What follows belongs to an exercise in optimizing a design on an open flow for small area, a short achievable clock period and few clock cycles; a production flow would make more cautious choices.
The RTL was checked by simulation tests, not by an equivalence proof against the original design.
No activity file was given, so power comes from the tool's default toggle rates.

before:
==> flow/design.v (excerpt) <==
module serial_command_line_parser_top (
  input  logic        clk,
  input  logic        rst_n,
  input  logic        in_valid,
  output logic        in_ready,
  input  logic [7:0]  in_rx_byte,
  output logic        out_valid,
  input  logic        out_ready,
  output logic [3:0]  out_cmd_code,
  output logic [30:0] out_cmd_arg
);
For scale: about 1,000 cells after synthesis, about 49 I/O pins, about 8500 um^2 of cells after synthesis.
clock: 8.0 ns
lec_check: 0
cap_margin: 20
core_margin: 2
core_utilization: 40
setup_slack_margin: 5
slew_margin: 20
run.sh (not shown) runs the stock make flow with config.mk's settings and CLKGATE_MAP_FILE= SYNTH_SCRIPT=/design/flow/synth_recipe.tcl, a recipe that flattens the netlist after the stock synthesis.
before ended with every stage complete and zero timing, DRC or antenna violations.
Testbench counts of before, summed over its fixed seeds: cycles 21,597.
Inputs modified between before and after:
- CORE_UTILIZATION changed from 40 to 65
- ABC_AREA newly set to 1
Notes after the runs:
Proportion of power drawn by flip-flops and latches up 9.5 points in after wrt before. Status | after and before | clean. Comparing clock power share for after and before, the bigger number came from after. after vs before on critical path depth: after is the lower one. From before to after the numbers moved as follows: worst max-slew margin expressed relative to the limit lower; total power of the final layout shows a reduction of 31%; post-layout instance area down about 7%.

---

serial_command_line_parser_top, a different RTL version from the one above (not shown whole).
For scale: about 1300 cells after synthesis, about 100 flip-flops, about 49 I/O pins.
==> flow/design.v (excerpt) <==
module serial_command_line_parser_top (
  input  logic        clk,
  input  logic        rst_n,
  input  logic        in_valid,
  output logic        in_ready,
  input  logic [7:0]  in_rx_byte,
  output logic        out_valid,
  input  logic        out_ready,
  output logic [3:0]  out_cmd_code,
  output logic [30:0] out_cmd_arg
);
Settings: LEC_CHECK=0, ABC_AREA=1, CAP_MARGIN=20, CORE_MARGIN=2, CORE_UTILIZATION=40, SETUP_SLACK_MARGIN=5, SLEW_MARGIN=20; clock period 8.0 ns.
standard.sh (not shown) runs the stock make flow with config.mk's settings and CLKGATE_MAP_FILE= SYNTH_SCRIPT=/design/flow/synth_recipe.tcl, a recipe that flattens the netlist after the stock synthesis.
==> flow/flow/run.sh <==
#!/bin/bash
set -euo pipefail
bash standard.sh SETUP_SLACK_MARGIN=5.35 finish > flow_make.log 2>&1
The starting point finished clean.
Testbench counts at the start, summed over its fixed seeds: cycles 21,597.
==> next run, changes <==
==> flow/flow/run.sh (replaced) <==
#!/bin/bash
set -euo pipefail
bash standard.sh SETUP_SLACK_MARGIN=5.3 finish > flow_make.log 2>&1
- ABC_AREA: 1 -> default
What happened: Total power climbs by 1.7%. Combinational power goes up by 13%. Routed wire length rose by 1.8%.

---

Setup of raven:
RTL: one of the versions met above, not the one the previous note started from.
For scale: ~100 flip-flops, ~49 I/O pins, about 8900 um^2 of cells after synthesis.
Settings: LEC_CHECK=0, ABC_AREA=1, CAP_MARGIN=0, CORE_MARGIN=2, CORE_UTILIZATION=40, SETUP_SLACK_MARGIN=5, SLEW_MARGIN=0; clock period 8.0 ns.
run.sh (not shown) runs the stock make flow with config.mk's settings and CLKGATE_MAP_FILE= SYNTH_SCRIPT=/design/flow/synth_recipe.tcl, a recipe that flattens the netlist after the stock synthesis.
Stock flow here: none of the scripts above is used.
Testbench counts of raven, summed over its fixed seeds: cycles 21,597.
Setup changes, raven to xenon
- swapping 0 for 20 in SLEW_MARGIN
- swapping 0 for 20 in CAP_MARGIN
### Flow results
As far as internal power goes, xenon and raven are indistinguishable; the numbers are identical. Routed wire length: raven vs xenon identical. Diff xenon..raven | number of hold buffers added after cts | unchanged. Comparing xenon against raven, there is no change at all in fraction of area in clock buffers and inverters.
Changes in indigo relative to xenon:
- setting CTS_CLUSTER_DIAMETER to 100 for the first time
- setting CTS_CLUSTER_SIZE to 40 for the first time
==> run notes <==
Diff indigo..xenon | part of the total power dissipated in the clock network | negligible. No stage failed in indigo, and the final checks on the layout all came back clean. Delta (indigo minus xenon): detailed-route DRC error count barely changed; global routing usage on met3 about even; wire length per cell barely changed; post-route worst hold slack essentially unchanged.

---

serial_command_line_parser_top, a different RTL version from the one above (not shown whole).
For scale: ~100 flip-flops, ~0.0088 sq mm of cells after synthesis.
Design serial_command_line_parser_top, start of the top module:
module serial_command_line_parser_top (
  input  logic        clk,
  input  logic        rst_n,
  input  logic        in_valid,
  output logic        in_ready,
  input  logic [7:0]  in_rx_byte,
  output logic        out_valid,
  input  logic        out_ready,
  output logic [3:0]  out_cmd_code,
  output logic [30:0] out_cmd_arg
);
  function automatic logic chain_hit(input logic [5:0] s, input logic [5:0] c);
    chain_hit =
      ((s == 6'd1) && (c == K_D)) ||   
      ((s == 6'd2) && (c == K_L)) ||
      ((s == 6'd4) && (c == K_E)) ||
      ((s == 6'd16) && (c == K_R)) ||   
      ((s == 6'd33) && (c == K_A)) ||
      ((s == 6'd3) && (c == K_C)) ||
      ((s == 6'd6) && (c == K_K)) ||
      ((s == 6'd24) && (c == K_A)) ||   
      ((s == 6'd49) && (c == K_N)) ||
      ((s == 6'd34) && (c == K_U)) ||
      ((s == 6'd5) && (c == K_A)) ||
      ((s == 6'd10) && (c == K_L)) ||
      ((s == 6'd41) && (c == K_E)) ||   
      ((s == 6'd19) && (c == K_C)) ||
      ((s == 6'd39) && (c == K_A)) ||
      ((s == 6'd15) && (c == K_L)) ||
      ((s == 6'd61) && (c == K_T)) ||   
      ((s == 6'd58) && (c == K_A)) ||
      ((s == 6'd52) && (c == K_T)) ||
      ((s == 6'd40) && (c == K_U)) ||
      ((s == 6'd17) && (c == K_S)) ||
      ((s == 6'd7) && (c == K_A)) ||   
      ((s == 6'd14) && (c == K_L)) ||
      ((s == 6'd28) && (c == K_Q)) ||
      ((s == 6'd50) && (c == K_G)) ||   
      ((s == 6'd36) && (c == K_Q)) ||
      ((s == 6'd18) && (c == K_E)) ||   
      ((s == 6'd37) && (c == K_L)) ||
      ((s == 6'd11) && (c == K_P)) ||
      ((s == 6'd45) && (c == K_E)) ||   
      ((s == 6'd27) && (c == K_R)) ||
      ((s == 6'd55) && (c == K_I)) ||
      ((s == 6'd46) && (c == K_O)) ||
      ((s == 6'd29) && (c == K_D)) ||
      ((s == 6'd59) && (c == K_SPACE));
  endfunction
  function automatic logic [5:0] start_st(input logic [5:0] c);
    case (c)
      K_I:     start_st = S_I1;
      K_T:     start_st = S_T1;
  ...
Settings: LEC_CHECK=0, ABC_AREA=1, CAP_MARGIN=20, CORE_MARGIN=2, CORE_UTILIZATION=40, GPL_ROUTABILITY_DRIVEN=0, GPL_TIMING_DRIVEN=1, SETUP_SLACK_MARGIN=5, SLEW_MARGIN=20; clock period 8.0 ns.
standard.sh (not shown) runs the stock make flow with config.mk's settings and CLKGATE_MAP_FILE= SYNTH_SCRIPT=/design/flow/synth_recipe.tcl, a recipe that flattens the netlist after the stock synthesis.
==> flow/flow/run.sh <==
#!/bin/bash
set -euo pipefail
bash standard.sh SETUP_SLACK_MARGIN=5.3 finish > flow_make.log 2>&1
The starting point completed without violations.
Testbench counts at the start, summed over its fixed seeds: cycles 21,597.
Rerun with:
==> flow/run.sh (new file) <==
#!/bin/bash
# synth_recipe.tcl (not shown) runs the flow's synth.tcl, then flattens the netlist and writes it again
# the make line also repeats each setting of config.mk as NAME=value (left out here)
make -C /OpenROAD-flow-scripts/flow DESIGN_CONFIG=/design/flow/config.mk WORK_HOME=/design/flow/orfs CLKGATE_MAP_FILE= SYNTH_SCRIPT=/design/flow/synth_recipe.tcl finish
GPL_ROUTABILITY_DRIVEN = unset   (was 0)
GPL_TIMING_DRIVEN = unset   (was 1)
removed: flow/flow/run.sh
removed: flow/standard.sh
Total power is lower by 1.2%; final area went down by 8.1%; sequential cell count does not change; utilization is lower by 4.2 points; critical path depth is higher by 6; clock skew stays flat.

## port drivers added, routing unchanged
No port has a modelled driver above. Below, the same layouts with a new extraction and two added sets of constraints.
Step 1 sets driving cells, clkbuf_16 on the clock port and buf_2 on the other inputs (assumed; they add their load-dependent delay and slew).
Step 2 also shifts input and output timing later by t, the mid clock arrival at the registers, as if the neighbouring blocks saw the same clock.
Three values: ideal ports, drivers, drivers and shift; two values: the first two.
run	shift t [ns]	setup WS [ns]	cell pins on the clock port's net
before	0.396	4.982 / 4.932 / 4.708	1
after	0.411	5.020 / 4.977 / 4.785	1
the first run of note 2	0.408	5.374 / 5.329 / 5.013	1
the second run of note 2	0.400	4.797 / 4.797 / 4.797	1
raven	0.406	5.037 / 4.993 / 4.659	1
xenon	0.406	5.037 / 4.993 / 4.659	1
indigo	0.406	5.037 / 4.993 / 4.659	1
the first run of note 4	0.403	5.314 / 5.268 / 5.007	1
the second run of note 4	0.403	4.963 / 4.988 / 4.585	1
After both steps every run listed still meets setup and hold.
